This is an optimization exercise on Yosys and OpenROAD, whose aim is small area, not a production implementation.
Only simulation tests tie the RTL to the original design; equivalence was not proved.
Power figures rest on the tool's default switching activity, not on a simulated workload.

===== flow/design.v =====
package prbs_pkg;
   typedef logic [8-1:0] prbs_word_t;
   typedef logic [7-1:0] prbs_state_t;
   typedef struct packed {
      logic       valid;
      prbs_word_t data;
   } lane_word_t;
   typedef lane_word_t [28-1:0] lane_bus_t;
   function automatic prbs_word_t prbs_next_word(input prbs_state_t state);
      prbs_state_t lfsr;
      prbs_word_t  word;
      logic        fb;
      int          i;
      lfsr = state;
      for (i = 0; i < 8; i++) begin
         fb      = lfsr[6-1] ^ lfsr[7-1];
         word[i] = fb;
         lfsr    = {lfsr[7-2:0], fb};
      end
      prbs_next_word = word;
   endfunction
   function automatic prbs_state_t prbs_tail_state(input prbs_word_t word);
      prbs_state_t state;
      int          i;
      for (i = 0; i < 7; i++) begin
         state[i] = word[8-1-i];
      end
      prbs_tail_state = state;
   endfunction
endpackage
package link_pkg;
   typedef enum logic [0:0] {
      LINK_DOWN = 1'b0,
      LINK_UP   = 1'b1
   } link_state_t;
   typedef enum logic [1:0] {
      BKT_HOLD  = 2'd0,
      BKT_CLEAR = 2'd1,
      BKT_INC   = 2'd2,
      BKT_DROP  = 2'd3
   } bucket_cmd_t;
   typedef struct packed {
      logic link_up;
      logic link_down_latched;
   } link_status_t;
endpackage
`timescale 1ns/1ps
module prbs_gen (
   input  logic                   clkout1,
   input  logic                   link_down_latched_reset_sync,
   input  logic                   i_force_error,
   output logic                   o_bit0,
   output logic [28*7-1:0]  o_lane_hi
);
   logic [6:0] r_q;
   logic       force_dly;
   logic       bit0_q;
   logic f005;
   logic f006;
   logic f009;
   logic f012;
   logic f017;
   logic f018;
   logic f020;
   logic f024;
   logic f033;
   logic f034;
   logic f036;
   logic f040;
   logic f048;
   logic f066;
   logic f068;
   logic f072;
   logic f080;
   logic f096;
   logic f007;
   logic f011;
   logic f013;
   logic f014;
   logic f019;
   logic f021;
   logic f022;
   logic f025;
   logic f026;
   logic f028;
   logic f035;
   logic f037;
   logic f038;
   logic f041;
   logic f042;
   logic f044;
   logic f049;
   logic f050;
   logic f052;
   logic f056;
   logic f067;
   logic f069;
   logic f070;
   logic f073;
   logic f074;
   logic f076;
   logic f081;
   logic f082;
   logic f084;
   logic f088;
   logic f097;
   logic f098;
   logic f100;
   logic f104;
   logic f112;
   logic f015;
   logic f023;
   logic f027;
   logic f029;
   logic f030;
   logic f039;
   logic f043;
   logic f045;
   logic f046;
   logic f051;
   logic f053;
   logic f054;
   logic f057;
   logic f058;
   logic f060;
   logic f071;
   logic f075;
   logic f077;
   logic f078;
   logic f083;
   logic f085;
   logic f086;
   logic f089;
   logic f090;
   logic f092;
   logic f099;
   logic f101;
   logic f102;
   logic f105;
   logic f106;
   logic f108;
   logic f113;
   logic f114;
   logic f116;
   logic f120;
   logic f031;
   logic f047;
   logic f055;
   logic f059;
   logic f061;
   logic f062;
   logic f079;
   logic f087;
   logic f091;
   logic f093;
   logic f094;
   logic f103;
   logic f107;
   logic f109;
   logic f110;
   logic f115;
   logic f117;
   logic f118;
   logic f121;
   logic f122;
   logic f124;
   logic f063;
   logic f095;
   logic f111;
   logic f119;
   logic f123;
   logic f125;
   logic f126;
   logic f127;
   assign f005 = r_q[0] ^ r_q[2];
   assign f006 = r_q[1] ^ r_q[2];
   assign f009 = r_q[0] ^ r_q[3];
   assign f012 = r_q[2] ^ r_q[3];
   assign f017 = r_q[0] ^ r_q[4];
   assign f018 = r_q[1] ^ r_q[4];
   assign f020 = r_q[2] ^ r_q[4];
   assign f024 = r_q[3] ^ r_q[4];
   assign f033 = r_q[0] ^ r_q[5];
   assign f034 = r_q[1] ^ r_q[5];
   assign f036 = r_q[2] ^ r_q[5];
   assign f040 = r_q[3] ^ r_q[5];
   assign f048 = r_q[4] ^ r_q[5];
   assign f066 = r_q[1] ^ r_q[6];
   assign f068 = r_q[2] ^ r_q[6];
   assign f072 = r_q[3] ^ r_q[6];
   assign f080 = r_q[4] ^ r_q[6];
   assign f096 = r_q[5] ^ r_q[6];
   assign f007 = r_q[0] ^ f006;
   assign f011 = r_q[1] ^ f009;
   assign f013 = r_q[0] ^ f012;
   assign f014 = r_q[1] ^ f012;
   assign f019 = r_q[0] ^ f018;
   assign f021 = r_q[0] ^ f020;
   assign f022 = r_q[1] ^ f020;
   assign f025 = r_q[0] ^ f024;
   assign f026 = r_q[1] ^ f024;
   assign f028 = r_q[2] ^ f024;
   assign f035 = r_q[0] ^ f034;
   assign f037 = r_q[0] ^ f036;
   assign f038 = r_q[1] ^ f036;
   assign f041 = r_q[0] ^ f040;
   assign f042 = r_q[1] ^ f040;
   assign f044 = r_q[2] ^ f040;
   assign f049 = r_q[0] ^ f048;
   assign f050 = r_q[1] ^ f048;
   assign f052 = r_q[2] ^ f048;
   assign f056 = r_q[3] ^ f048;
   assign f067 = r_q[0] ^ f066;
   assign f069 = r_q[0] ^ f068;
   assign f070 = r_q[1] ^ f068;
   assign f073 = r_q[0] ^ f072;
   assign f074 = r_q[1] ^ f072;
   assign f076 = r_q[2] ^ f072;
   assign f081 = r_q[0] ^ f080;
   assign f082 = r_q[1] ^ f080;
   assign f084 = r_q[2] ^ f080;
   assign f088 = r_q[3] ^ f080;
   assign f097 = r_q[0] ^ f096;
   assign f098 = r_q[1] ^ f096;
   assign f100 = r_q[2] ^ f096;
   assign f104 = r_q[3] ^ f096;
   assign f112 = r_q[4] ^ f096;
   assign f015 = f006 ^ f009;
   assign f023 = f005 ^ f018;
   assign f027 = f009 ^ f018;
   assign f029 = f005 ^ f024;
   assign f030 = f006 ^ f024;
   assign f039 = f005 ^ f034;
   assign f043 = f009 ^ f034;
   assign f045 = f005 ^ f040;
   assign f046 = f006 ^ f040;
   assign f051 = f017 ^ f034;
   assign f053 = f005 ^ f048;
   assign f054 = f006 ^ f048;
   assign f057 = f009 ^ f048;
   assign f058 = f018 ^ f040;
   assign f060 = f012 ^ f048;
   assign f071 = f005 ^ f066;
   assign f075 = f009 ^ f066;
   assign f077 = f005 ^ f072;
   assign f078 = f006 ^ f072;
   assign f083 = f017 ^ f066;
   assign f085 = f005 ^ f080;
   assign f086 = f006 ^ f080;
   assign f089 = f009 ^ f080;
   assign f090 = f018 ^ f072;
   assign f092 = f012 ^ f080;
   assign f099 = f033 ^ f066;
   assign f101 = f005 ^ f096;
   assign f102 = f006 ^ f096;
   assign f105 = f009 ^ f096;
   assign f106 = f034 ^ f072;
   assign f108 = f012 ^ f096;
   assign f113 = f017 ^ f096;
   assign f114 = f018 ^ f096;
   assign f116 = f020 ^ f096;
   assign f120 = f024 ^ f096;
   assign f031 = r_q[0] ^ f030;
   assign f047 = r_q[0] ^ f046;
   assign f055 = r_q[0] ^ f054;
   assign f059 = r_q[0] ^ f058;
   assign f061 = r_q[0] ^ f060;
   assign f062 = r_q[1] ^ f060;
   assign f079 = r_q[0] ^ f078;
   assign f087 = r_q[0] ^ f086;
   assign f091 = r_q[0] ^ f090;
   assign f093 = r_q[0] ^ f092;
   assign f094 = r_q[1] ^ f092;
   assign f103 = r_q[0] ^ f102;
   assign f107 = r_q[0] ^ f106;
   assign f109 = r_q[0] ^ f108;
   assign f110 = r_q[1] ^ f108;
   assign f115 = r_q[0] ^ f114;
   assign f117 = r_q[0] ^ f116;
   assign f118 = r_q[1] ^ f116;
   assign f121 = r_q[0] ^ f120;
   assign f122 = r_q[1] ^ f120;
   assign f124 = r_q[2] ^ f120;
   assign f063 = f005 ^ f058;
   assign f095 = f005 ^ f090;
   assign f111 = f005 ^ f106;
   assign f119 = f005 ^ f114;
   assign f123 = f009 ^ f114;
   assign f125 = f005 ^ f120;
   assign f126 = f006 ^ f120;
   assign f127 = f007 ^ f120;
   always_ff @(posedge clkout1) begin
      if (link_down_latched_reset_sync) begin
         r_q       <= 7'h40;
         force_dly <= 1'b0;
      end else begin
         r_q       <= {f005, f067, f096, f048, f024, f012, f006};
         force_dly <= i_force_error;
      end
   end
   always_ff @(posedge clkout1) begin
      bit0_q <= r_q[0] ^ (i_force_error & ~force_dly);
   end
   assign o_bit0 = bit0_q;
   assign o_lane_hi[0*7 +: 7] = {f094, f047, f086, f043, f084, f042, f021};
   assign o_lane_hi[1*7 +: 7] = {f100, f050, f025, f077, f103, f114, f057};
   assign o_lane_hi[2*7 +: 7] = {f111, f118, f059, f092, f046, f023, f074};
   assign o_lane_hi[3*7 +: 7] = {f083, f104, f052, f026, f013, f071, f098};
   assign o_lane_hi[4*7 +: 7] = {f089, f109, f119, f122, f061, f095, f110};
   assign o_lane_hi[5*7 +: 7] = {f090, f045, f087, f106, f053, f091, f108};
   assign o_lane_hi[6*7 +: 7] = {f027, f076, f038, f019, f072, f036, f018};
   assign o_lane_hi[7*7 +: 7] = {f069, f099, f112, f056, f028, f014, f007};
   assign o_lane_hi[8*7 +: 7] = {f033, f081, f105, f117, f123, f124, f062};
   assign o_lane_hi[9*7 +: 7] = {f078, f039, f082, f041, f085, f107, f116};
   assign o_lane_hi[10*7 +: 7] = {f029, f079, f102, f051, f088, f044, f022};
   assign o_lane_hi[11*7 +: 7] = {f068, f034, f017, f073, f101, f115, f120};
   assign o_lane_hi[12*7 +: 7] = {f030, f015, f070, f035, f080, f040, f020};
   assign o_lane_hi[13*7 +: 7] = {f005, f067, f096, f048, f024, f012, f006};
   assign o_lane_hi[14*7 +: 7] = {r_q[6], r_q[5], r_q[4], r_q[3], r_q[2], r_q[1], r_q[0]};
   assign o_lane_hi[15*7 +: 7] = {f097, f113, f121, f125, f127, f126, f063};
   assign o_lane_hi[16*7 +: 7] = {f047, f086, f043, f084, f042, f021, f075};
   assign o_lane_hi[17*7 +: 7] = {f050, f025, f077, f103, f114, f057, f093};
   assign o_lane_hi[18*7 +: 7] = {f118, f059, f092, f046, f023, f074, f037};
   assign o_lane_hi[19*7 +: 7] = {f104, f052, f026, f013, f071, f098, f049};
   assign o_lane_hi[20*7 +: 7] = {f109, f119, f122, f061, f095, f110, f055};
   assign o_lane_hi[21*7 +: 7] = {f045, f087, f106, f053, f091, f108, f054};
   assign o_lane_hi[22*7 +: 7] = {f076, f038, f019, f072, f036, f018, f009};
   assign o_lane_hi[23*7 +: 7] = {f099, f112, f056, f028, f014, f007, f066};
   assign o_lane_hi[24*7 +: 7] = {f081, f105, f117, f123, f124, f062, f031};
   assign o_lane_hi[25*7 +: 7] = {f039, f082, f041, f085, f107, f116, f058};
   assign o_lane_hi[26*7 +: 7] = {f079, f102, f051, f088, f044, f022, f011};
   assign o_lane_hi[27*7 +: 7] = {f034, f017, f073, f101, f115, f120, f060};
endmodule
`timescale 1ns/1ps
module lane_delay_line (
   input  logic                  clkout1,
   input  logic                  link_down_latched_reset_sync,
   input  logic                  i_bit0,
   input  logic [28*7-1:0] i_lane_hi,
   output logic [28*(8+1)-1:0] o_lanes
);
   logic [4:0]              age_q;
   logic [28-1:0]     bit0_q;
   always_ff @(posedge clkout1) begin
      if (link_down_latched_reset_sync) begin
         age_q <= '0;
      end else if (age_q != 5'd31) begin
         age_q <= age_q + 1'b1;
      end
   end
   always_ff @(posedge clkout1) begin
      bit0_q <= {bit0_q[28-2:0], i_bit0};
   end
   for (genvar k = 0; k < 28; k++) begin : g_lane
      assign o_lanes[k*(8+1) +: (8+1)] =
         {(age_q >= 5'(k + 2)), i_lane_hi[k*7 +: 7], bit0_q[k]};
   end
endmodule
`timescale 1ns/1ps
module prbs_checker (
   input  logic                  clkout1,
   input  logic [8:0] i_rx,
   output logic                  o_err
);
   logic       prev_valid;
   logic [7:1] p;
   logic [7:0] c;
   logic [7:0] e;
   always_ff @(posedge clkout1) begin
      prev_valid <= i_rx[8];
      p          <= i_rx[7:1];
   end
   assign c = i_rx[7:0];
   assign e[0] = c[0] ^ (p[1] ^ p[2]);
   assign e[1] = c[1] ^ (p[2] ^ p[3]);
   assign e[2] = c[2] ^ (p[3] ^ p[4]);
   assign e[3] = c[3] ^ (p[4] ^ p[5]);
   assign e[4] = c[4] ^ (p[5] ^ p[6]);
   assign e[5] = c[5] ^ (p[6] ^ p[7]);
   assign e[6] = c[6] ^ (c[0] ^ p[7]);
   assign e[7] = c[7] ^ (c[0] ^ c[1]);
   assign o_err = i_rx[8] & prev_valid & (|e);
endmodule
`timescale 1ns/1ps
module link_bucket_counter (
   input  logic                   clkout1,
   input  logic                   link_down_latched_reset_sync,
   input  logic                   i_err,
   output logic                   o_up
);
   localparam logic [5:0] L0  = 6'h01;
   localparam logic [5:0] L33 = 6'h12;
   logic       up_q;
   logic       h_q;
   logic [5:0] l_q;
   logic       l_end;
   logic       l_zero;
   assign l_end  = (l_q == L33);
   assign l_zero = (l_q == L0);
   always_ff @(posedge clkout1) begin
      if (link_down_latched_reset_sync) begin
         up_q <= 1'b0;
         h_q  <= 1'b0;
         l_q  <= L0;
      end else if (i_err) begin
         h_q <= 1'b0;
         if (!(up_q && h_q && !l_zero)) begin
            l_q  <= L0;
            up_q <= 1'b0;
         end
      end else if (h_q && l_end) begin
         up_q <= 1'b1;
      end else if (l_end) begin
         h_q <= 1'b1;
         l_q <= L0;
      end else begin
         l_q <= {l_q[4:0], l_q[5] ^ l_q[4]};
      end
   end
   assign o_up = up_q;
endmodule
`timescale 1ns/1ps
module link_fsm (
   input  logic                    clkout1,
   input  logic                    link_down_latched_reset_sync,
   input  logic [28-1:0]     i_lane_err,
   output logic [1:0]              o_status
);
   logic                   rst_q;
   logic                   err_q;
   logic                   up_q;
   always_ff @(posedge clkout1) begin
      rst_q <= link_down_latched_reset_sync;
   end
   always_ff @(posedge clkout1) begin
      if (link_down_latched_reset_sync) begin
         err_q <= 1'b0;
      end else begin
         err_q <= ~rst_q & (|i_lane_err);
      end
   end
   link_bucket_counter link_bucket_counter_inst (
      .clkout1                      (clkout1),
      .link_down_latched_reset_sync (link_down_latched_reset_sync),
      .i_err                        (err_q),
      .o_up                         (up_q)
   );
   assign o_status = {up_q, ~rst_q};
endmodule
`timescale 1ns/1ps
module prbs_link_top (
   input  logic                    clkout1,
   input  logic                    link_down_latched_reset_sync,
   input  logic                    i_force_error,
   output logic [28*(8+1)-1:0] o_tx_lanes,
   input  logic [28*(8+1)-1:0] i_rx_lanes,
   output logic [1:0]              o_status
);
   logic                   bit0;
   logic [28*7-1:0]  lane_hi;
   logic [28-1:0]    lane_err;
   prbs_gen prbs_gen_inst (
      .clkout1                      (clkout1),
      .link_down_latched_reset_sync (link_down_latched_reset_sync),
      .i_force_error                (i_force_error),
      .o_bit0                       (bit0),
      .o_lane_hi                    (lane_hi)
   );
   lane_delay_line lane_delay_line_inst (
      .clkout1                      (clkout1),
      .link_down_latched_reset_sync (link_down_latched_reset_sync),
      .i_bit0                       (bit0),
      .i_lane_hi                    (lane_hi),
      .o_lanes                      (o_tx_lanes)
   );
   for (genvar g = 0; g < 28; g++) begin : g_chk
      prbs_checker prbs_checker_inst (
         .clkout1 (clkout1),
         .i_rx    (i_rx_lanes[g*(8+1) +: (8+1)]),
         .o_err   (lane_err[g])
      );
   end
   link_fsm link_fsm_inst (
      .clkout1                      (clkout1),
      .link_down_latched_reset_sync (link_down_latched_reset_sync),
      .i_lane_err                   (lane_err),
      .o_status                     (o_status)
   );
endmodule

===== flow/flow/run.sh =====
#!/bin/bash
# The standard layout, with the port buffers made from the smallest buffer
# cell instead of the delay buffer buffer_ports picks by default, and a clock
# tree of smaller buffers without dummy loads.
set -euo pipefail
bash standard.sh \
  "BUFFER_PORTS_ARGS=-buffer_cell sky130_fd_sc_hd__buf_1" \
  "CTS_ARGS=-sink_clustering_enable -repair_clock_nets -dont_use_dummy_load -buf_list {sky130_fd_sc_hd__clkbuf_8} -sink_clustering_size 16 -sink_clustering_max_diameter 50" \
  finish > flow_make.log 2>&1

===== flow/standard.sh =====
#!/bin/bash
# synth_recipe.tcl (not shown) runs the flow's synth.tcl, then flattens the netlist and writes it again
# the make line also repeats each setting of config.mk as NAME=value (left out here)
make -C /OpenROAD-flow-scripts/flow DESIGN_CONFIG=/design/flow/config.mk WORK_HOME=/design/flow/orfs CLKGATE_MAP_FILE= SYNTH_SCRIPT=/design/flow/synth_recipe.tcl "${@:-finish}"

===== flow/config.mk =====
export PLATFORM = sky130hd
export DESIGN_NAME = prbs_link_top
export DESIGN_NICKNAME = prbs_link_top
export VERILOG_FILES = /design/flow/design.v
export SDC_FILE = /design/flow/constraint.sdc
export NUM_CORES = 4
export LEC_CHECK = 0
export CAP_MARGIN = 20
export CORE_MARGIN = 2
export CORE_UTILIZATION = 40
export PLACE_DENSITY = 0.6
export SLEW_MARGIN = 20

===== flow/constraint.sdc =====
create_clock -name core_clock -period 4.0 [get_ports {clkout1}]
set_input_delay 0.8000 -clock core_clock [delete_from_list [all_inputs] [get_ports {clkout1}]]
set_output_delay 0.8000 -clock core_clock [all_outputs]
set_load 0.01 [all_outputs]

==> impl_metrics.ini, run 1 <==
[synthesis]
async_flop_share_pct = 0
synth_cell_types = 49
synth_flop_cell = dfxtp_1
synth_top_area_cell = dfxtp_1
synth_edf_count = 0
yosysWarnings = 5
seq_area_frac_synth_pct = 42.8
syn_inst = 1310
ys_ff_latch = 276
syn_avg_cell_area_um2 = 9.86
synth_area_mm2 = 0.0129
yosysTopAreaCellShare_pct = 42.8
synthTopCellsByArea = dfxtp_1 43%, xor2_1 15%, buf_4 11%, xnor2_1 8.1%, and3_1 4.2%

[timing]
fin_skew_ns = 0.0590
period_needed_ns = 3.73
fmax_ghz = 0.268
max_slew.worst_pin.slew_ns = 0.991
rsz0062_at_grt = false
hold_viol = 0
slew_headroom_pct = 33.6
fin_crit_sh_pct = 93.3
final-setup-viol-count = 0
fin_setup_tns_ns = 0
drv_slew = 0

[die]
initial_utilization_pct = 40.7
ioPinCount = 509
core_mm2 = 0.0317
die_w_um = 184
die_h_um = 184
rows = 65
die_area_mm2 = 0.0338

[power]
ir_drop_v = 0.00101
pwr-share-seq_pct = 24.7
switching_share_pct = 50.8
p_int_uw = 6710
p_switching_uw = 6930
p_per_area_mw_per_mm2 = 956
p_leak_uw = 0.00578
power_uw = 13600
power_frac_clock_pct = 11.3
pwr-share-comb_pct = 64.1

[clocking]
clkSlewWorstSetupHoldPaths_ns = 0.09
cts.path.max_buffers = 3
post_cts_buffers = 0
cts_hold_buf = 0
tritoncts = yes
numCtsBuffers = 30
clock_latency_ns = 0.57
cts_resized = 0
h-tree-depth = 1
clockRootBuffer = clkbuf_8
cts.sinks = 276

[detailed_routing]
drtAntennaViolNets = 0
wl_per_cell_um = 15.2
firstDrtPassIters = 4
drtIter0Drc = 348
vias = 9621
drt_drc_violations_left = 0
viasPerCell = 4.69
wl_mm = 31.3

[worst_setup_path]
cpPeakStageDelay_ns = 0.86
endpoint = o_tx_lanes[227]
cp_max_fo = 13
reg2regPathDepth = 7
cp-start-kind = register
end_kind = primary output
required_ns = 3.20
startpoint = prbs_gen_inst.r_q[5]
r2r_end = link_fsm_inst.err_q
arrival_ns = 2.93
cp_slowest_cell = xnor2_2
r2r-start = g_chk[8].prbs_checker_inst.p[7]
worstPathCellList = xnor2_2, xor2_1, xnor2_1, buf_1
reg2reg_slack_ns = 1.43
critPathKind = reg2out

[cells_and_area]
final_common_cell = buf_1
fill_cells = 3178
finalInstanceArea_mm2 = 0.0143
layout_common_cells = 508 x buf_1, 276 x dfxtp_1, 216 x xor2_1
multi_input_area_mm2 = 0.00569
finalNonFillerCells = 2051
final_core_util_pct = 45.0
fin_nets = 1907
drive_above_1_share_pct = 3.10
area_growth_pct = 10.4
seqCellArea_mm2 = 0.00553

[job]
maxCapViolations = 0

[global_routing]
grt_usage_pct = 17.6
grt_pass1_wl_mm = 47.6
grt_start_max_net_pins = 24
grt_pass1_vias = 9269
antenna_found_initial = 6
gr-total-overflow = 0

[place]
placed_cell_area_mm2 = 0.0138
gp_congestion = 0.839
dpl.cell_count = 2015
port_buffers = 508
dp_hpwl_mm = 26.1

[min_path]
holdPathStages = 1
min_path_type = in2reg

[outcome]
status = no timing/DRC/antenna violations
routing by layer:
metal / track usage [%] / vias up / part of all wire (%)
li1: - / 4834 / -
met1: 20.6 / 4407 / 41
met2: 31.1 / 335 / 48
met3: 5.37 / 43 / 8.5
met4: 4.96 / 2 / 2.7
met5: 0 / - / 0.058
worst min path at each step:
stage                              start                                      to  slack (ns)
finish                     i_rx_lanes[8]   g_chk[0].prbs_checker_inst.prev_valid        0.33
global placement    prbs_gen_inst.bit0_q          lane_delay_line_inst.bit0_q[0]        0.32
global route               i_rx_lanes[8]   g_chk[0].prbs_checker_inst.prev_valid        0.28
CTS                      i_rx_lanes[188]  g_chk[20].prbs_checker_inst.prev_valid        0.27
detailed placement  prbs_gen_inst.bit0_q          lane_delay_line_inst.bit0_q[0]        0.33
floorplan           prbs_gen_inst.bit0_q          lane_delay_line_inst.bit0_q[0]        0.31
worst max-delay path, delay by kind of cell (launching register included):
family                 cells  cell delay, ns
flip-flops                 1            0.48
buffers and inverters      1            0.22
XOR/XNOR                   3            1.70
power by group through the flow:
stage | sequential (uW) | combinational, uW | clock, uW
6_report | 3360 | 8740 | 1540
3_5_place_dp | 3430 | 8720 | 0
2_1_floorplan | 3360 | 9880 | 0
5_1_grt | 3410 | 9520 | 1720
4_1_cts | 3370 | 8750 | 1620
3_3_place_gp | 3420 | 8750 | 0
logic make-up after synthesis:
| logic type | after synthesis | synth area share [%] |
|---|---|---|
| buffers and inverters | 254 | 13.2 |
| xor gates and xnor gates | 345 | 24.2 |
| adders and majority gates | 7 | 0.678 |
| DFF | 276 | 42.8 |
| muxes | 10 | 0.804 |
| AOI/OAI and AO/OA | 97 | 5.23 |
| and+or+nand+nor | 321 | 13.2 |
layout make-up:
cell class,instances,share of cell area (%)
Clock buffer,30,2.89
Inverter,41,1.08
Multi-Input combinational cell,780,39.9
Sequential cell,276,38.7
Timing Repair Buffer,516,13.8
Antenna cell,6,0.105
Tap cell,402,3.53
sequential cells by signal, indices dropped and copies added (netlist names):
| signal | count |
|---|---|
| link_fsm_inst.rst_q | 1 |
| lane_delay_line_inst.age_q | 5 |
| g_chk.prbs_checker_inst.prev_valid | 28 |
| prbs_gen_inst.bit0_q | 1 |
| lane_delay_line_inst.bit0_q | 28 |
| prbs_gen_inst.force_dly | 1 |
| link_fsm_inst.link_bucket_counter_inst.up_q | 1 |
| link_fsm_inst.err_q | 1 |
| prbs_gen_inst.r_q | 7 |
| link_fsm_inst.link_bucket_counter_inst.l_q | 6 |
| g_chk.prbs_checker_inst.p | 196 |
| link_fsm_inst.link_bucket_counter_inst.h_q | 1 |
per-stage QoR:
stage	hold slack [ns]	setup slack (ns)
2_1_floorplan	0.310	1.51
3_3_place_gp	0.325	0.653
3_5_place_dp	0.327	0.641
4_1_cts	0.267	0.201
5_1_grt	0.283	0.0707
6_report	0.328	0.269
Yosys cell counts, drive strengths merged, types with 11 or more instances:
cell type / instances
dfxtp: 276
nand2: 16
nor3: 107
nor2b: 16
xor2: 219
inv: 41
o311ai: 11
o211ai: 12
o22ai: 33
buf: 202
clkbuf: 11
xnor2: 126
and3: 87
nor2: 49
nand3: 14
==> run 2, diff against run 1 <==
==> flow/flow/run.sh (replaced) <==
#!/bin/bash
# The standard layout, with the port buffers made from the smallest buffer
# cell instead of the delay buffer buffer_ports picks by default, and a clock
# tree of smaller buffers without dummy loads.
set -euo pipefail
bash standard.sh \
  "BUFFER_PORTS_ARGS=-buffer_cell sky130_fd_sc_hd__buf_1" \
  "CTS_ARGS=-sink_clustering_enable -repair_clock_nets -dont_use_dummy_load -buf_list {sky130_fd_sc_hd__clkbuf_4 sky130_fd_sc_hd__clkbuf_8} -sink_clustering_size 25 -sink_clustering_max_diameter 60" \
  finish > flow_make.log 2>&1
==> run 2 against run 1 <==
Utilization decreased by 0.33 points; clock skew increased by 0.0044 ns; sequential share of layout area increased by 0.28 points; non-clock buffer count unchanged; via count decreased by 0.63%; first-iteration DRC count increased by 1.1%; global-route usage about the same; critical path depth unchanged; sequential power about the same; critical path type unchanged; critical endpoint unchanged; largest cell class unchanged.
==> impl_metrics.ini, run 2 <==
[power]
p_per_area_mw_per_mm2 = 951
power_uw = 13500
ir_drop_v = 0.00101
switching_share_pct = 51.3
p_switching_uw = 6900
p_int_uw = 6560
power_frac_clock_pct = 10.0
pwr-share-seq_pct = 25.0
p_leak_uw = 0.00573
pwr-share-comb_pct = 65.0

[min_path]
min_path_type = reg2reg
worstHoldStart = prbs_gen_inst.bit0_q

[clocking]
tritoncts = yes
post_cts_buffers = 0
clockRootBuffer = clkbuf_8
cts.path.max_buffers = 3
clkSlewWorstSetupHoldPaths_ns = 0.06
cts_resized = 0
cts.sinks = 276
clock_latency_ns = 0.54
numCtsBuffers = 23
cts_hold_buf = 0
h-tree-depth = 1

[cells_and_area]
layout_common_cells = 508 x buf_1, 276 x dfxtp_1, 216 x xor2_1
drive_above_1_share_pct = 2.69
largest-register = g_chk.prbs_checker_inst.p
fin_nets = 1900
area_growth_pct = 9.64
final_core_util_pct = 44.7
final_common_cell = buf_1
largest_reg_flops = 196
top_regs = g_chk.prbs_checker_inst.p: 196 flops, g_chk.prbs_checker_inst.prev_valid: 28 flops, lane_delay_line_inst.bit0_q: 28 flops

[synthesis]
synth_edf_count = 0
synth_fa_ha_area_share_pct = 0.678
yosys.area_share.simple_pct = 13.2
synth_xor_area_share_pct = 24.2
yosysMostFrequentCell = dfxtp_1
synthTopCellsByArea = dfxtp_1 43%, xor2_1 15%, buf_4 11%, xnor2_1 8.1%, and3_1 4.2%
synth_top_family_by_area = XOR/XNOR gates
seq_area_frac_synth_pct = 42.8
synth_compound_area_share_pct = 5.23
synth_mux_area_share_pct = 0.804
syn_avg_cell_area_um2 = 9.86
synth_flop_cell = dfxtp_1
synth_top_area_cell = dfxtp_1
synth_area_mm2 = 0.0129
syn_inst = 1310
async_flop_share_pct = 0
synth.top_cells.by_count = 276 x dfxtp_1, 216 x xor2_1, 194 x buf_4
yosysTopAreaCellShare_pct = 42.8
yosysWarnings = 5
synth_cell_types = 49
ys_ff_latch = 276

[detailed_routing]
wl_mm = 31.2
wl_per_cell_um = 15.3
viasPerCell = 4.68
drtAntennaViolNets = 0
firstDrtPassIters = 4
vias = 9560
drtIter0Drc = 352
drt_drc_violations_left = 0

[worst_setup_path]
critPathKind = reg2out
startpoint = prbs_gen_inst.r_q[5]
r2r-start = g_chk[8].prbs_checker_inst.p[7]
reg2regPathDepth = 7
cpPeakStageDelay_ns = 0.88
cp_slowest_cell = xnor2_2
worstPathCellList = xnor2_2, xor2_1, xnor2_1, buf_1
cp_max_fo = 13
cp-start-kind = register
required_ns = 3.20
r2r_end = link_fsm_inst.err_q
reg2reg_slack_ns = 1.45
arrival_ns = 2.91
end_kind = primary output
path_depth = 4
endpoint = o_tx_lanes[227]
cpLargestDelayFamily = XOR/XNOR gates
critPathBufInv = 1

[global_routing]
gr-total-overflow = 0
antenna_found_initial = 4
grt_start_max_net_pins = 25
grt_pass1_vias = 9242
grt_pass1_wl_mm = 47.7
grt_usage_pct = 17.6

[timing]
slew_headroom_pct = 32.4
period_needed_ns = 3.71
rsz0062_at_grt = false
max_slew.worst_pin.slew_ns = 1.01
fin_skew_ns = 0.0634
hold_viol = 0
fin_crit_sh_pct = 92.8
fin_setup_tns_ns = 0
fmax_ghz = 0.269
drv_slew = 0
final-setup-viol-count = 0

[die]
core_mm2 = 0.0317
die_w_um = 184
ioPinCount = 509
die_area_mm2 = 0.0338
die_h_um = 184
initial_utilization_pct = 40.7
rows = 65

[place]
dp_hpwl_mm = 26.1
port_buffers = 508
gp_congestion = 0.839

[outcome]
status = no timing/DRC/antenna violations

[job]
maxCapViolations = 0
[run 2: power by group through the flow]
stage	combinational [uW]	sequential [uW]	clock (uW)
after CTS	8750	3370	1440
final	8750	3360	1350
after floorplan	9880	3360	0
after global routing	9540	3410	1530
after detailed placement	8720	3430	0
after global placement	8750	3420	0
[run 2: through the flow]
step | hold slack (ns) | cells | setup WS (ns) | instance area (um^2)
after floorplan | 0.310 | 1310 | 1.51 | 12900
after global placement | 0.325 | 2015 | 0.653 | 13800
after detailed placement | 0.327 | 2015 | 0.641 | 13800
after CTS | 0.277 | 2038 | 0.242 | 14200
after global routing | 0.295 | 2039 | 0.110 | 14200
final | 0.336 | 2041 | 0.289 | 14200
[run 2: layer usage]
| layer | GRT usage, % | part of all wire (%) | vias up |
|---|---|---|---|
| met3 | 5.19 | 8.5 | 47 |
| met2 | 30.6 | 47 | 334 |
| met5 | 0 | 0.058 | - |
| met1 | 20.9 | 41 | 4357 |
| li1 | - | - | 4820 |
| met4 | 5.18 | 3.0 | 2 |
[run 2: how the worst min path moves through the flow]
| stage | endpoint | depth (start not counted) |
|---|---|---|
| after floorplan | lane_delay_line_inst.bit0_q[0] | 0 |
| after detailed placement | lane_delay_line_inst.bit0_q[0] | 0 |
| after global routing | g_chk[20].prbs_checker_inst.prev_valid | 1 |
| final | lane_delay_line_inst.bit0_q[0] | 0 |
| after CTS | g_chk[20].prbs_checker_inst.prev_valid | 1 |
| after global placement | lane_delay_line_inst.bit0_q[0] | 0 |
[run 2: area by class of cell]
| class | count | area [um^2] |
|---|---|---|
| Fill cell | 3198 | 17600 |
| Multi-Input combinational cell | 780 | 5690 |
| Sequential cell | 276 | 5530 |
| Timing Repair Buffer | 516 | 1970 |
| Tap cell | 402 | 503 |
| Clock buffer | 23 | 317 |
| Inverter | 41 | 154 |
| Antenna cell | 3 | 7.51 |
[run 2: cell families after synthesis]
logic type      count (synthesis)
fa+ha+maj                       7
mux                            10
simple gates                  321
compound gates                 97
xor+xnor                      345
flops                         276
buf+inv                       254
[run 2: worst reg2reg max path, cell delays in order (launching register included)]
cell	delay, ns
dfxtp_1	0.36
xor2_1	0.18
mux2i_1	0.21
o2111ai_1	0.13
o311ai_0	0.44
nand4_1	0.27
nor4_1	0.68
a311oi_1	0.17
==> run 3, diff against run 2 <==
--- a/flow/design.v
+++ b/flow/design.v
@@ -345,5 +345,5 @@
       if (link_down_latched_reset_sync) begin
          age_q <= '0;
-      end else if (age_q != 5'd31) begin
+      end else if (age_q != 5'd29) begin
          age_q <= age_q + 1'b1;
       end
==> flow/flow/run.sh (replaced) <==
#!/bin/bash
# The standard layout with three changes:
#  - synthesis is the standard flow's own script (synth_recipe.tcl) with ABC run on an
#    area-recovering script (flow/abc_area.script) instead of ORFS's speed
#    script; flip-flops are mapped before ABC, so the registers are unchanged;
#  - the port buffers use the smallest buffer cell instead of the delay buffer
#    buffer_ports picks by default;
#  - the clock tree uses smaller buffers and no dummy loads.
set -euo pipefail
here=$(pwd)
{
  echo "proc abc {args} {"
  echo "  set i [lsearch \$args -script]"
  echo "  if {\$i >= 0} { lset args [expr {\$i + 1}] $here/flow/abc_area.script }"
  echo "  yosys abc {*}\$args"
  echo "}"
  cat synth_recipe.tcl
} > own_synth.tcl
bash standard.sh \
  "SYNTH_SCRIPT=$here/own_synth.tcl" \
  "BUFFER_PORTS_ARGS=-buffer_cell sky130_fd_sc_hd__buf_1" \
  "CTS_ARGS=-sink_clustering_enable -repair_clock_nets -dont_use_dummy_load -buf_list {sky130_fd_sc_hd__clkbuf_4 sky130_fd_sc_hd__clkbuf_8} -sink_clustering_size 16 -sink_clustering_max_diameter 45" \
  finish > flow_make.log 2>&1
==> flow/flow/abc_area.script (new file) <==
&get -n
&st
&dch
&nf -R 1000
&st
&syn2
&if -g -K 6
&synch2
&nf -R 1000
&st
&syn2
&if -g -K 6
&synch2
&nf -R 1000
&st
&dch -f
&nf -R 1000
&put
topo
stime -c
==> run 3 against run 2 <==
Worst hold slack got worse by 0.016 ns; total power increased by 4.9%; critical path depth increased by 1; sequential share of layout area decreased by 0.29 points.
==> impl_metrics.ini, run 3 <==
[worst_setup_path]
cp_max_fo = 11
end_kind = primary output
r2r_end = link_fsm_inst.err_q
r2r-start = g_chk[25].prbs_checker_inst.p[3]
cp-start-kind = register
required_ns = 3.20
reg2regPathDepth = 7
reg2reg_slack_ns = 1.26
arrival_ns = 2.71
critPathKind = reg2out

[global_routing]
grt_start_max_net_pins = 24
grt_usage_pct = 19.2
gr-total-overflow = 0
grt_pass1_wl_mm = 49.9
antenna_found_initial = 3
grt_pass1_vias = 9327

[cells_and_area]
fin_nets = 1890
fill_cells = 3060
drive_above_1_share_pct = 3.44
layout_common_cells = 508 x buf_1, 276 x dfxtp_1, 200 x xnor2_1
area_growth_pct = 13.0
top_regs = g_chk.prbs_checker_inst.p: 196 flops, g_chk.prbs_checker_inst.prev_valid: 28 flops, lane_delay_line_inst.bit0_q: 28 flops
final_common_cell = buf_1
largest-register = g_chk.prbs_checker_inst.p
finalInstanceArea_mm2 = 0.0143
largest_reg_flops = 196

[synthesis]
yosysTopAreaCellShare_pct = 43.7
synth_area_mm2 = 0.0126
synth_edf_count = 0
synth_flop_cell = dfxtp_1
async_flop_share_pct = 0
synth_cell_types = 39
yosysMostFrequentCell = dfxtp_1
yosysWarnings = 5
ys_ff_latch = 276
syn_avg_cell_area_um2 = 10.0
synth_top_area_cell = dfxtp_1
synthTopCellsByArea = dfxtp_1 44%, xnor2_1 14%, buf_4 11%, xor2_1 10%, mux2i_1 4.4%
synth.top_cells.by_count = 276 x dfxtp_1, 201 x xnor2_1, 190 x buf_4
syn_inst = 1257
seq_area_frac_synth_pct = 43.7

[detailed_routing]
vias = 9499
wl_per_cell_um = 16.2
drtAntennaViolNets = 0
drtIter0Drc = 290
firstDrtPassIters = 4
viasPerCell = 4.68
drt_drc_violations_left = 0
wl_mm = 32.9

[job]
maxCapViolations = 0

[clocking]
numCtsBuffers = 38
tritoncts = yes
cts.path.max_buffers = 3
cts.sinks = 276
h-tree-depth = 2
clock_latency_ns = 0.51
post_cts_buffers = 0
clockRootBuffer = clkbuf_8
cts_hold_buf = 0
cts_resized = 0
clkSlewWorstSetupHoldPaths_ns = 0.09

[timing]
fin_setup_tns_ns = 0
fin_crit_sh_pct = 87.7
fmax_ghz = 0.285
max_slew.worst_pin.slew_ns = 0.847
hold_viol = 0
rsz0062_at_grt = false
final-setup-viol-count = 0
period_needed_ns = 3.51
slew_headroom_pct = 43.2
drv_slew = 0
fin_skew_ns = 0.0607

[power]
ir_drop_v = 0.00153
p_per_area_mw_per_mm2 = 990
p_leak_uw = 0.00540

[min_path]
worstHoldStart = lane_delay_line_inst.bit0_q[24]
min_path_type = reg2reg
holdPathStages = 0
worstHoldEndpoint = lane_delay_line_inst.bit0_q[25]

[outcome]
status = no timing/DRC/antenna violations

[place]
dp_hpwl_mm = 26.9
placed_cell_area_mm2 = 0.0137
port_buffers = 508
gp_congestion = 0.910

[die]
die_area_mm2 = 0.0330
die_w_um = 182
core_mm2 = 0.0313
ioPinCount = 509
rows = 65
initial_utilization_pct = 40.3
die_h_um = 182
## run 3: cell types whose count changed after synthesis, sizes merged, moves of 41 or more
| cell | before | now |
|---|---|---|
| nor3 | 107 | 28 |
| xnor2 | 126 | 201 |
| xor2 | 219 | 144 |
| and3 | 87 | 16 |
| mux2i | 7 | 56 |
| nand2 | 16 | 60 |
| inv | 41 | 0 |
## run 3: layer usage
layer | global-route usage, % | vias to the layer above | part of all wire, %
li1 | - | 4724 | -
met1 | 24.0 | 4356 | 42
met2 | 31.6 | 363 | 46
met3 | 6.78 | 50 | 9.9
met4 | 4.81 | 6 | 1.7
met5 | 0 | - | 0.12
## run 3: area by class of cell
class | count | area, um^2 | area share [%]
tap | 402 | 503 | 3.52
multi-input combinational | 763 | 5600 | 39.2
sequential | 276 | 5530 | 38.7
timing repair buffer | 523 | 2020 | 14.2
antenna | 1 | 2.50 | 0.0175
inverter | 27 | 101 | 0.710
clock buffer | 38 | 523 | 3.67
## run 3: how the worst max path moves through the flow
stage | to | slack, ns | depth (start not counted) | from
finish | o_tx_lanes[74] | 0.49 | 5 | prbs_gen_inst.r_q[2]
CTS | o_tx_lanes[74] | 0.55 | 5 | prbs_gen_inst.r_q[2]
global route | o_tx_lanes[64] | 0.37 | 5 | prbs_gen_inst.r_q[2]
floorplan | o_tx_lanes[12] | 0.54 | 4 | prbs_gen_inst.r_q[2]
global placement | link_fsm_inst.err_q | 0.68 | 9 | i_rx_lanes[226]
detailed placement | link_fsm_inst.err_q | 0.61 | 9 | i_rx_lanes[226]
## run 3: worst max-delay path, stage by stage (launching register included)
cell	delay, ns
dfxtp_1	0.47
buf_4	0.29
xnor2_1	0.57
clkinv_1	0.24
xnor2_1	0.46
buf_1	0.22
## run 3: metrics by stage
stage	hold WS, ns	setup WS (ns)	std cells	utilization (%)	power [uW]
finish	0.320	0.493	2030	45.6	14100
global route	0.322	0.370	2029	45.6	15000
CTS	0.319	0.548	2029	45.6	14100
detailed placement	0.314	0.610	1991	43.9	12300
global placement	0.313	0.676	1991	43.9	12300
floorplan	0.310	0.540	1257	-	13000
## run 3: cell families (layout without fill, tap and decap cells)
| logic type | Yosys count | count (layout) | synth area share, % |
|---|---|---|---|
| compound gates | 142 | 142 | 7.19 |
| buf+inv | 218 | 588 | 12.1 |
| other cells | 0 | 1 | 0 |
| simple gates | 210 | 210 | 7.62 |
| xor+xnor | 345 | 345 | 23.9 |
| fa+ha+maj | 6 | 6 | 0.594 |
| flops | 276 | 276 | 43.7 |
| mux | 60 | 60 | 4.79 |
## run 3: report_power, final
| group | switching, uW | total, uW | internal, uW |
|---|---|---|---|
| clock | 938 | 1780 | 839 |
| combinational | 6020 | 9010 | 2990 |
| sequential | 274 | 3340 | 3070 |
| total | 7230 | 14100 | 6900 |
==> run 4, diff against run 3 <==
--- a/flow/flow/run.sh
+++ b/flow/flow/run.sh
@@ -19,5 +19,6 @@
 bash standard.sh \
   "SYNTH_SCRIPT=$here/own_synth.tcl" \
+  "REMOVE_ABC_BUFFERS=1" \
   "BUFFER_PORTS_ARGS=-buffer_cell sky130_fd_sc_hd__buf_1" \
-  "CTS_ARGS=-sink_clustering_enable -repair_clock_nets -dont_use_dummy_load -buf_list {sky130_fd_sc_hd__clkbuf_4 sky130_fd_sc_hd__clkbuf_8} -sink_clustering_size 16 -sink_clustering_max_diameter 45" \
+  "CTS_ARGS=-sink_clustering_enable -repair_clock_nets -dont_use_dummy_load -buf_list {sky130_fd_sc_hd__clkbuf_8} -sink_clustering_size 20 -sink_clustering_max_diameter 60" \
   finish > flow_make.log 2>&1
--- a/flow/config.mk
+++ b/flow/config.mk
@@ -9,4 +9,5 @@
 export CORE_MARGIN = 2
 export CORE_UTILIZATION = 40
+export GPL_TIMING_DRIVEN = 0
 export PLACE_DENSITY = 0.6
 export SLEW_MARGIN = 20
==> run 4 against run 3 <==
Still clean; sequential share of layout area grew 0.37 points; die area unchanged; clock skew decreased by 0.012 ns; sequential power rose by 4%; total power grew 0.54%; highest routed layer unchanged.
==> impl_metrics.ini, run 4 <==
[synthesis]
synthTopCellsByArea = dfxtp_1 44%, xnor2_1 14%, buf_4 11%, xor2_1 10%, mux2i_1 4.4%
ys_ff_latch = 276
synth_top_area_cell = dfxtp_1
seq_area_frac_synth_pct = 43.7
synth_flop_cell = dfxtp_1
synth_area_mm2 = 0.0126
synth_edf_count = 0
yosysMostFrequentCell = dfxtp_1
async_flop_share_pct = 0
synth_cell_types = 39
yosysTopAreaCellShare_pct = 43.7
yosysWarnings = 5
syn_inst = 1257
synth.top_cells.by_count = 276 x dfxtp_1, 201 x xnor2_1, 190 x buf_4
syn_avg_cell_area_um2 = 10.0

[place]
gp_congestion = 0.916
dpl.cell_count = 1982
port_buffers = 508
placed_cell_area_mm2 = 0.0137
dp_hpwl_mm = 28.3

[power]
ir_drop_v = 0.00154
p_per_area_mw_per_mm2 = 1000
p_leak_uw = 0.00531

[worst_setup_path]
r2r_end = link_fsm_inst.err_q
arrival_ns = 3.12
end_kind = primary output
startpoint = prbs_gen_inst.r_q[3]
reg2reg_slack_ns = 1.57
r2r-start = g_chk[17].prbs_checker_inst.p[3]
cp-start-kind = register
cp_max_fo = 13
required_ns = 3.20
critPathKind = reg2out
reg2regPathDepth = 7
endpoint = o_tx_lanes[192]

[detailed_routing]
drt_drc_violations_left = 0
wl_mm = 34.1
firstDrtPassIters = 5
viasPerCell = 4.68
wl_per_cell_um = 17.0
drtIter0Drc = 429
drtAntennaViolNets = 0
vias = 9406

[timing]
fin_skew_ns = 0.0486
period_needed_ns = 3.92
max_slew.worst_pin.slew_ns = 1.02
rsz0062_at_grt = false
final-setup-viol-count = 0
fin_crit_sh_pct = 98.1
fmax_ghz = 0.255
fin_hold_ws_ns = 0.313
slew_headroom_pct = 31.9
hold_viol = 0
drv_slew = 0

[die]
rows = 65
die_area_mm2 = 0.0330
initial_utilization_pct = 40.3
die_h_um = 182
ioPinCount = 509
die_w_um = 182
core_mm2 = 0.0313

[clocking]
h-tree-depth = 1
clock_latency_ns = 0.59
clockRootBuffer = clkbuf_8
tritoncts = yes
cts.path.max_buffers = 3
numCtsBuffers = 27
cts_hold_buf = 0
post_cts_buffers = 0
clkSlewWorstSetupHoldPaths_ns = 0.12
cts.sinks = 276

[cells_and_area]
layout_common_cells = 507 x buf_1, 274 x dfxtp_1, 196 x xnor2_1
seqCellArea_mm2 = 0.00553
fin_nets = 1870
antennaDiodeCount = 0
fill_cells = 3097
largest_reg_flops = 196
multi_input_area_mm2 = 0.00566
area_growth_pct = 12.0
finalNonFillerCells = 2009
final_common_cell = buf_1
largest-register = g_chk.prbs_checker_inst.p
drive_above_1_share_pct = 2.86
top_regs = g_chk.prbs_checker_inst.p: 196 flops, g_chk.prbs_checker_inst.prev_valid: 28 flops, lane_delay_line_inst.bit0_q: 28 flops
finalInstanceArea_mm2 = 0.0141

[global_routing]
gr-total-overflow = 0
grt_pass1_vias = 9046
antenna_found_initial = 3
grt_pass1_wl_mm = 50.5
grt_start_max_net_pins = 24
grt_usage_pct = 19.7

[min_path]
min_path_type = in2reg
holdPathStages = 1

[job]
maxCapViolations = 0

[outcome]
status = no timing/DRC/antenna violations
## run 4: layout make-up
type	count	area share (%)
well taps	402	3.56
clock buffers	27	2.63
multi-input cells	763	40.0
repair buffers	514	14.0
inverters	27	0.717
flip-flops and latches	276	39.1
## run 4: cell families after synthesis
| family | share of synthesized area (%) |
|---|---|
| xor+xnor | 23.9 |
| flops | 43.7 |
| buf+inv | 12.1 |
| simple gates | 7.62 |
| compound gates | 7.19 |
| mux | 4.79 |
| fa+ha+maj | 0.594 |
## run 4: routing by layer
layer | wire (um) | part of all wire (%) | global-route usage, %
met5 | 13 | 0.038 | 0
met4 | 1060 | 3.1 | 6.05
met3 | 2990 | 8.8 | 5.56
met2 | 15300 | 45 | 32.2
met1 | 14600 | 43 | 25.2
## run 4: how the worst min path moves through the flow
stage	startpoint	slack, ns	endpoint
4_1_cts	i_rx_lanes[170]	0.27	g_chk[18].prbs_checker_inst.prev_valid
5_1_grt	i_rx_lanes[170]	0.29	g_chk[18].prbs_checker_inst.prev_valid
6_report	i_rx_lanes[170]	0.31	g_chk[18].prbs_checker_inst.prev_valid
3_5_place_dp	prbs_gen_inst.bit0_q	0.31	lane_delay_line_inst.bit0_q[0]
2_1_floorplan	prbs_gen_inst.bit0_q	0.31	lane_delay_line_inst.bit0_q[0]
3_3_place_gp	prbs_gen_inst.bit0_q	0.31	lane_delay_line_inst.bit0_q[0]
## run 4: what timing repair did
item | in CTS | in global routing
endpoints found under the setup margin | 6 | 4
hold endpoints to repair | 0 | 0
resized for setup | 1 | 2
## run 4: per-stage QoR
stage	setup slack (ns)	power (uW)	utilization (%)	setup TNS, ns
3_5_place_dp	0.420	12700	43.9	0
3_3_place_gp	-0.561	12600	43.5	-5.83
2_1_floorplan	0.330	8420	-	0
5_1_grt	0.0311	15000	45.2	0
4_1_cts	0.00834	14300	45.1	0
6_report	0.0776	14200	45.2	0
## run 4: critical path, cell delays in order (launching register included)
cell	delay, ns
dfxtp_1	0.94
xnor2_2	0.30
buf_6	0.22
clkinv_1	0.26
xnor2_1	0.62
buf_1	0.23
## run 4: power by group
part | internal, uW | switching, uW
Combinational | 3000 | 6220
Clock | 598 | 898
Sequential | 3070 | 415
==> run 5, diff against run 4 <==
--- a/flow/flow/run.sh
+++ b/flow/flow/run.sh
@@ -19,5 +19,5 @@
 bash standard.sh \
   "SYNTH_SCRIPT=$here/own_synth.tcl" \
-  "REMOVE_ABC_BUFFERS=1" \
+  "GPL_KEEP_OVERFLOW=0" \
   "BUFFER_PORTS_ARGS=-buffer_cell sky130_fd_sc_hd__buf_1" \
   "CTS_ARGS=-sink_clustering_enable -repair_clock_nets -dont_use_dummy_load -buf_list {sky130_fd_sc_hd__clkbuf_8} -sink_clustering_size 20 -sink_clustering_max_diameter 60" \
--- a/flow/config.mk
+++ b/flow/config.mk
@@ -9,5 +9,4 @@
 export CORE_MARGIN = 2
 export CORE_UTILIZATION = 40
-export GPL_TIMING_DRIVEN = 0
 export PLACE_DENSITY = 0.6
 export SLEW_MARGIN = 20
==> run 5 against run 4 <==
Still clean; via count shrank 0.16%; worst hold slack got worse by 0.0053 ns; area after synthesis stayed put; highest routed layer unchanged.
==> impl_metrics.ini, run 5 <==
[outcome]
status = no timing/DRC/antenna violations

[power]
ir_drop_v = 0.00173
p_leak_uw = 0.00529
p_per_area_mw_per_mm2 = 983
power_uw = 13900

[detailed_routing]
drtAntennaViolNets = 0
viasPerCell = 4.68
drtIter0Drc = 326
drt_drc_violations_left = 0
wl_per_cell_um = 15.9
firstDrtPassIters = 5
wl_mm = 32.0
vias = 9391

[synthesis]
synth.top_cells.by_count = 276 x dfxtp_1, 201 x xnor2_1, 190 x buf_4
yosysTopAreaCellShare_pct = 43.7
async_flop_share_pct = 0
synth_mux_area_share_pct = 4.79
synth_flop_cell = dfxtp_1
synthTopCellsByArea = dfxtp_1 44%, xnor2_1 14%, buf_4 11%, xor2_1 10%, mux2i_1 4.4%
synth_top_family_by_area = XOR/XNOR gates
synth_area_mm2 = 0.0126
synth_edf_count = 0
synth_cell_types = 39
syn_avg_cell_area_um2 = 10.0
ys_ff_latch = 276
synth_fa_ha_area_share_pct = 0.594
yosysWarnings = 5
synth_compound_area_share_pct = 7.19
seq_area_frac_synth_pct = 43.7
yosysMostFrequentCell = dfxtp_1
synth_xor_area_share_pct = 23.9
yosys.area_share.simple_pct = 7.62
synth_top_area_cell = dfxtp_1
syn_inst = 1257

[cells_and_area]
drive_above_1_share_pct = 2.56
finalInstanceArea_mm2 = 0.0141
fill_cells = 3098
final_core_util_pct = 45.1
largest-register = g_chk.prbs_checker_inst.p
layout_common_cells = 507 x buf_1, 275 x dfxtp_1, 197 x xnor2_1
largest_reg_flops = 196
seqCellArea_mm2 = 0.00553
top_regs = g_chk.prbs_checker_inst.p: 196 flops, g_chk.prbs_checker_inst.prev_valid: 28 flops, lane_delay_line_inst.bit0_q: 28 flops
final_common_cell = buf_1
fin_nets = 1867
area_growth_pct = 11.7
multi_input_area_mm2 = 0.00566
finalNonFillerCells = 2008

[place]
port_buffers = 508
gp_congestion = 0.953
dpl.cell_count = 1979
placed_cell_area_mm2 = 0.0137
dp_hpwl_mm = 26.2

[timing]
hold_viol = 0
fmax_ghz = 0.255
fin_hold_ws_ns = 0.308
fin_skew_ns = 0.0944
max_slew.worst_pin.slew_ns = 1.06
rsz0062_at_grt = false
drv_slew = 0
period_needed_ns = 3.92
final-setup-viol-count = 0
slew_headroom_pct = 29.0
fin_crit_sh_pct = 98.1

[min_path]
min_path_type = reg2reg
holdPathStages = 0

[worst_setup_path]
critPathKind = reg2out
required_ns = 3.20
cp_max_fo = 12
arrival_ns = 3.12
cp-start-kind = register
reg2regPathDepth = 8
end_kind = primary output

[global_routing]
grt_start_max_net_pins = 24
grt_usage_pct = 18.4
grt_pass1_wl_mm = 48.4
antenna_found_initial = 5
grt_pass1_vias = 9139
gr-total-overflow = 0

[job]
maxCapViolations = 0

[clocking]
cts_hold_buf = 0
tritoncts = yes
clock_latency_ns = 0.59
clockRootBuffer = clkbuf_8
h-tree-depth = 1
post_cts_buffers = 0
clkSlewWorstSetupHoldPaths_ns = 0.06
cts.sinks = 276
cts.path.max_buffers = 3
numCtsBuffers = 27

[die]
core_mm2 = 0.0313
die_w_um = 182
die_area_mm2 = 0.0330
rows = 65
initial_utilization_pct = 40.3
die_h_um = 182
ioPinCount = 509
-- run 5: cell counts after synthesis --
Identical to the previous run, type by type.
-- run 5: area by class of cell --
type	count	share of cell area, %
flip-flops and latches	276	39.2
well taps	402	3.56
multi-input cells	763	40.1
repair buffers	511	13.8
diodes	2	0.0355
clock buffers	27	2.63
inverters	27	0.718
-- run 5: layer usage --
layer / vias to the layer above / GRT usage [%] / share of wire (%)
li1: 4669 / - / -
met1: 4308 / 23.1 / 43
met2: 365 / 30.8 / 45
met3: 45 / 6.12 / 9.5
met4: 4 / 4.10 / 1.9
met5: - / 0 / 0.072
-- run 5: per-stage QoR --
step	TNS [ns]	worst slack [ns]
finish	0	0.0778
global route	0	0.0256
CTS	0	0.00579
detailed placement	0	0.569
global placement	-0.408	-0.126
floorplan	0	0.540
-- run 5: path summary, 6_finish.rpt --
kind	from	endpoint	slack, ns
min reg2reg	lane_delay_line_inst.bit0_q[7]	lane_delay_line_inst.bit0_q[8]	0.31
min	lane_delay_line_inst.bit0_q[7]	lane_delay_line_inst.bit0_q[8]	0.31
max reg2reg	g_chk[25].prbs_checker_inst.p[3]	link_fsm_inst.err_q	1.37
max	prbs_gen_inst.r_q[1]	o_tx_lanes[47]	0.08
-- run 5: report_power, final --
part | internal [uW] | switching [uW]
logic | 2940 | 5990
registers | 3070 | 392
clock network | 598 | 876
-- run 5: kinds of logic (layout without fill, tap and decap cells) --
group,after synthesis,count (layout)
XOR/XNOR,345,345
flip-flops,276,276
buffers and inverters,218,565
AND/OR/NAND/NOR,210,210
AO/OA/AOI/OAI,142,142
multiplexers,60,60
adder cells (fa/ha/maj),6,6
other,0,2
-- run 5: repair_timing --
| item | CTS | global route |
|---|---|---|
| pin swaps | 0 | 0 |
| resized for setup | 2 | 2 |
| setup endpoints to repair | 4 | 6 |
| cloned | 0 | 0 |
-- run 5: critical path, cell delays in order (launching register included) --
cell and delay [ns]:
dfxtp_1 0.94, xor2_4 0.50, xnor2_1 0.36, xnor2_1 0.58
buf_1 0.21
==> run 6, diff against run 5 <==
--- a/flow/flow/run.sh
+++ b/flow/flow/run.sh
@@ -19,5 +19,4 @@
 bash standard.sh \
   "SYNTH_SCRIPT=$here/own_synth.tcl" \
-  "GPL_KEEP_OVERFLOW=0" \
   "BUFFER_PORTS_ARGS=-buffer_cell sky130_fd_sc_hd__buf_1" \
   "CTS_ARGS=-sink_clustering_enable -repair_clock_nets -dont_use_dummy_load -buf_list {sky130_fd_sc_hd__clkbuf_8} -sink_clustering_size 20 -sink_clustering_max_diameter 60" \
==> run 6 against run 5 <==
Still clean on timing, DRC and antenna; utilization about the same; sequential share of layout area about the same; cell count up 0.55%; register-to-register slack worse by 0.12 ns; die area unchanged; synthesized cell count unchanged; final area about the same; clock-buffer cell count down 1; largest cell class unchanged; highest routed layer unchanged.
==> impl_metrics.ini, run 6 <==
[global_routing]
grt_start_max_net_pins = 24
grt_pass1_vias = 9195
grt_usage_pct = 19.0
gr-total-overflow = 0
antenna_found_initial = 4
grt_pass1_wl_mm = 49.4

[worst_setup_path]
cp-start-kind = register
end_kind = primary output
startpoint = prbs_gen_inst.r_q[5]
cp_slowest_cell = dfxtp_1
r2r-start = g_chk[25].prbs_checker_inst.p[3]
critPathKind = reg2out
critPathBufInv = 2
worstPathCellList = xor2_2, xnor2_1, clkinv_1, buf_1
reg2reg_slack_ns = 1.25
arrival_ns = 2.71
required_ns = 3.20
cpPeakStageDelay_ns = 0.71
cp_max_fo = 9
reg2regPathDepth = 7
r2r_end = link_fsm_inst.err_q
cpLargestDelayFamily = XOR/XNOR gates

[synthesis]
synth_edf_count = 0
synthTopCellsByArea = dfxtp_1 44%, xnor2_1 14%, buf_4 11%, xor2_1 10%, mux2i_1 4.4%
synth_top_area_cell = dfxtp_1
yosysTopAreaCellShare_pct = 43.7
synth_cell_types = 39
syn_avg_cell_area_um2 = 10.0
async_flop_share_pct = 0
syn_inst = 1257
yosysWarnings = 5
yosysMostFrequentCell = dfxtp_1
synth_flop_cell = dfxtp_1
synth.top_cells.by_count = 276 x dfxtp_1, 201 x xnor2_1, 190 x buf_4
seq_area_frac_synth_pct = 43.7
ys_ff_latch = 276
synth_area_mm2 = 0.0126

[min_path]
worstHoldEndpoint = g_chk[21].prbs_checker_inst.prev_valid
worstHoldStart = i_rx_lanes[197]
holdPathStages = 1
min_path_type = in2reg

[timing]
period_needed_ns = 3.51
hold_viol = 0
drv_slew = 0
final-setup-viol-count = 0
max_slew.worst_pin.slew_ns = 0.862
rsz0062_at_grt = false
fin_crit_sh_pct = 87.8
fmax_ghz = 0.285
fin_setup_tns_ns = 0
fin_skew_ns = 0.0573
slew_headroom_pct = 42.1

[cells_and_area]
area_growth_pct = 11.7
finalNonFillerCells = 2019
fin_nets = 1878
final_core_util_pct = 45.1
drive_above_1_share_pct = 2.72
largest-register = g_chk.prbs_checker_inst.p
layout_common_cells = 508 x buf_1, 276 x dfxtp_1, 200 x xnor2_1
top_regs = g_chk.prbs_checker_inst.p: 196 flops, g_chk.prbs_checker_inst.prev_valid: 28 flops, lane_delay_line_inst.bit0_q: 28 flops
final_common_cell = buf_1
largest_reg_flops = 196

[clocking]
h-tree-depth = 1
clock_latency_ns = 0.59
cts.path.max_buffers = 3
cts.sinks = 276
clockRootBuffer = clkbuf_8
cts_resized = 0
tritoncts = yes
cts_hold_buf = 0
clkSlewWorstSetupHoldPaths_ns = 0.12
numCtsBuffers = 26
post_cts_buffers = 0

[detailed_routing]
wl_per_cell_um = 16.1
drt_drc_violations_left = 0
viasPerCell = 4.68
vias = 9441
drtIter0Drc = 323
wl_mm = 32.5
firstDrtPassIters = 4
drtAntennaViolNets = 0

[die]
die_w_um = 182
rows = 65
core_mm2 = 0.0313
initial_utilization_pct = 40.3
ioPinCount = 509
die_area_mm2 = 0.0330
die_h_um = 182

[power]
p_per_area_mw_per_mm2 = 978
ir_drop_v = 0.00154
p_leak_uw = 0.00532

[job]
maxCapViolations = 0

[place]
dp_hpwl_mm = 26.9
dpl.cell_count = 1991
gp_congestion = 0.910
port_buffers = 508

[outcome]
status = no timing/DRC/antenna violations
run 6: cell counts after synthesis:
Identical to the previous run, type by type.
run 6: metal layers:
layer  GRT usage [%]  part of all wire (%)
met1            23.6                    42
met2            31.0                    45
met3            7.52                    11
met4            4.52                   2.2
met5               0                 0.068
run 6: final cells by class:
type                            count  area (um^2)
Antenna cell                        2         5.00
Tap cell                          402          503
Sequential cell                   276         5530
Fill cell                        3054        17200
Clock buffer                       26          358
Multi-Input combinational cell    763         5600
Inverter                           27          101
Timing Repair Buffer              523         2020
run 6: logic make-up (layout without fill, tap and decap cells):
family,count (synthesis),in the layout,share of synthesized area (%)
AOI/OAI and AO/OA,142,142,7.19
xor gates and xnor gates,345,345,23.9
adders and majority gates,6,6,0.594
buffers and inverters,218,576,12.1
DFF,276,276,43.7
muxes,60,60,4.79
other,0,2,0
and+or+nand+nor,210,210,7.62
run 6: metrics by stage:
stage,total power (uW),hold WS [ns],setup WS [ns],cell area (um^2)
after floorplan,13000,0.310,0.540,12600
after global placement,12300,0.313,0.676,13700
after detailed placement,12300,0.314,0.610,13700
after CTS,13800,0.268,0.501,14100
after global routing,14600,0.270,0.318,14100
final,13800,0.326,0.490,14100
run 6: worst max path at each step:
stage | end | slack (ns) | depth (start not counted)
finish | o_tx_lanes[28] | 0.49 | 4
global route | o_tx_lanes[64] | 0.32 | 5
CTS | o_tx_lanes[74] | 0.50 | 5
detailed placement | link_fsm_inst.err_q | 0.61 | 9
global placement | link_fsm_inst.err_q | 0.68 | 9
floorplan | o_tx_lanes[12] | 0.54 | 4
run 6: where the power goes:
part	switching [uW]	internal, uW
sequential	275	3060
clock	874	577
combinational	6020	2990
total	7170	6640
==> run 7, diff against run 6 <==
--- a/flow/config.mk
+++ b/flow/config.mk
@@ -8,5 +8,5 @@
 export CAP_MARGIN = 20
 export CORE_MARGIN = 2
-export CORE_UTILIZATION = 40
-export PLACE_DENSITY = 0.6
+export CORE_UTILIZATION = 50
+export PLACE_DENSITY = 0.7
 export SLEW_MARGIN = 20
==> run 7 against run 6 <==
Register-to-register slack improved by 0.33 ns; critical path type unchanged; combinational power up 4.9%; sequential share of layout area is 0.27 points higher; first-iteration DRC count up 49%; clock-buffer cell count down 1; worst hold slack got worse by 0.015 ns; flip-flop and latch count stayed put; largest power group unchanged; via count up 0.85%; non-clock buffer count is the same; synthesized cell count is the same; routed wire length up 3.0%; clock power about the same; critical endpoint is now o_tx_lanes[220].
==> impl_metrics.ini, run 7 <==
[cells_and_area]
final_common_cell = buf_1
top_regs = g_chk.prbs_checker_inst.p: 196 flops, g_chk.prbs_checker_inst.prev_valid: 28 flops, lane_delay_line_inst.bit0_q: 28 flops
final_core_util_pct = 56.1
fin_nets = 1877
largest_reg_flops = 196
area_growth_pct = 10.9
largest-register = g_chk.prbs_checker_inst.p
layout_common_cells = 507 x buf_1, 276 x dfxtp_1, 199 x xnor2_1
drive_above_1_share_pct = 2.79

[synthesis]
syn_avg_cell_area_um2 = 10.0
synth_edf_count = 0
synthTopCellsByArea = dfxtp_1 44%, xnor2_1 14%, buf_4 11%, xor2_1 10%, mux2i_1 4.4%
yosysWarnings = 5
seq_area_frac_synth_pct = 43.7
synth_area_mm2 = 0.0126
yosysTopAreaCellShare_pct = 43.7
synth_flop_cell = dfxtp_1
synth.top_cells.by_count = 276 x dfxtp_1, 201 x xnor2_1, 190 x buf_4
synth_top_area_cell = dfxtp_1
yosysMostFrequentCell = dfxtp_1
async_flop_share_pct = 0
ys_ff_latch = 276
syn_inst = 1257
synth_cell_types = 39

[die]
initial_utilization_pct = 50.6
core_mm2 = 0.0250
ioPinCount = 509
die_w_um = 163
rows = 58
die_h_um = 163
die_area_mm2 = 0.0265

[job]
maxCapViolations = 0

[clocking]
clock_latency_ns = 0.60
cts.sinks = 276
clkSlewWorstSetupHoldPaths_ns = 0.12
clockRootBuffer = clkbuf_8
post_cts_buffers = 0
cts_hold_buf = 0
tritoncts = yes
h-tree-depth = 1
numCtsBuffers = 25
cts.path.max_buffers = 3
cts_resized = 0

[timing]
period_needed_ns = 3.45
max_slew.worst_pin.slew_ns = 0.841
final-setup-viol-count = 0
fin_skew_ns = 0.0898
slew_headroom_pct = 43.6
fin_setup_tns_ns = 0
hold_viol = 0
rsz0062_at_grt = false
drv_slew = 0
fin_crit_sh_pct = 86.3
fmax_ghz = 0.290

[worst_setup_path]
critPathKind = reg2out
cp_max_fo = 9
cp-start-kind = register
required_ns = 3.20
arrival_ns = 2.65
end_kind = primary output

[global_routing]
use_met2_pct = 42.8
grt_pass1_vias = 9052
met1_usage_pct = 27.7
grt_usage_pct = 24.0
antenna_found_initial = 2
grt_start_max_net_pins = 21
grt_pass1_wl_mm = 49.2
use_met3_pct = 6.60
gr-total-overflow = 0
grt.busiest_layer = met2

[detailed_routing]
firstDrtPassIters = 4
wl_per_cell_um = 17.2
vias = 9521
drtIter0Drc = 482
drt_drc_violations_left = 0
wl_mm = 33.5
drtAntennaViolNets = 0
viasPerCell = 4.90

[place]
dp_hpwl_mm = 27.7
port_buffers = 508
gp_congestion = 0.882

[outcome]
status = no timing/DRC/antenna violations

[power]
p_per_area_mw_per_mm2 = 1010
ir_drop_v = 0.00258
p_leak_uw = 0.00532

[min_path]
min_path_type = reg2reg
-- run 7: kinds of logic (layout without fill, tap and decap cells) --
kind of cell,Yosys count,after routing,share of synthesized area (%)
flip-flops,276,276,43.7
AND/OR/NAND/NOR,210,210,7.62
AO/OA/AOI/OAI,142,142,7.19
multiplexers,60,60,4.79
adder cells (fa/ha/maj),6,6,0.594
XOR/XNOR,345,345,23.9
other,0,1,0
buffers and inverters,218,575,12.1
-- run 7: final cells by class --
class                           count  area [um^2]
Inverter                           27          101
Timing Repair Buffer              523         2020
Sequential cell                   276         5530
Multi-Input combinational cell    763         5600
Tap cell                          330          413
Clock buffer                       25          344
Antenna cell                        1         2.50
Fill cell                        2303        11000
-- run 7: power by group --
group          switching, uW  leakage [uW]  internal [uW]  total [uW]
Clock                    877      0.000180            556        1430
Combinational           6440       0.00281           3010        9450
Sequential               229       0.00232           3060        3290
Total                   7550       0.00532           6630       14200
-- run 7: critical path, stage by stage, from the launching register on --
cell and delay (ns):
dfxtp_1 0.44, buf_4 0.25, xor2_1 0.62, xor2_1 0.40, xnor2_1 0.23, buf_1 0.20
-- run 7: path summary, 6_finish.rpt --
check,startpoint,endpoint,slack (ns),cells after the start
setup / recovery,prbs_gen_inst.r_q[1],o_tx_lanes[220],0.55,5
setup reg to reg,g_chk[10].prbs_checker_inst.p[3],link_fsm_inst.err_q,1.58,7
hold / removal,lane_delay_line_inst.bit0_q[2],lane_delay_line_inst.bit0_q[3],0.31,0
hold reg to reg,lane_delay_line_inst.bit0_q[2],lane_delay_line_inst.bit0_q[3],0.31,0
-- run 7: through the flow --
stage / setup WS [ns] / cells / total power [uW] / area, um^2 / hold WS, ns
after floorplan: 0.540 / 1257 / 13000 / 12600 / 0.310
after global placement: 0.999 / 1919 / 12800 / 13700 / 0.311
after detailed placement: 0.951 / 1919 / 12800 / 13700 / 0.314
after CTS: 0.527 / 1944 / 14300 / 14000 / 0.300
after global routing: 0.376 / 1944 / 15000 / 14000 / 0.290
final: 0.549 / 1945 / 14200 / 14000 / 0.311
-- run 7: routing by layer --
metal	vias to the layer above	wire length, um
li1	4706	-
met5	-	13
met3	54	2910
met4	2	1100
met1	4428	12900
met2	331	16600

re-timing with driven ports:
No port has a modelled driver above. Below, the same layouts with a new extraction and two added sets of constraints.
Step 1 (the two cells are an assumption about what drives the block):
set clk [get_ports {clkout1}]
set_driving_cell -lib_cell sky130_fd_sc_hd__clkbuf_16 $clk
set_driving_cell -lib_cell sky130_fd_sc_hd__buf_2 [delete_from_list [all_inputs] $clk]
Step 2 adds t to the input delays and takes it off the output delays; t is the mean of the earliest and latest rising clock arrival at the registers after step 1. Input paths then give back, and output paths get back, about the clock's delay inside the block.
Slacks: ideal ports / drivers / drivers and shift; pairs: ideal ports / drivers.
run	t, ns	setup slack, ns	worst setup path after step 2	latest minus earliest clock arrival (ns)
run 1	0.596	0.269 / 0.223 / 0.780	input to register	0.089 / 0.088
run 2	0.571	0.289 / 0.243 / 0.810	input to register	0.088 / 0.089
run 3	0.544	0.493 / 0.446 / 0.668	input to register	0.101 / 0.101
run 4	0.606	0.078 / 0.034 / 0.640	register to output	0.062 / 0.062
run 5	0.593	0.078 / 0.031 / 0.623	register to output	0.094 / 0.095
run 6	0.594	0.490 / 0.442 / 0.654	input to register	0.092 / 0.091
run 7	0.595	0.549 / 0.505 / 0.995	input to register	0.094 / 0.094
After both steps every run listed still meets setup and hold.
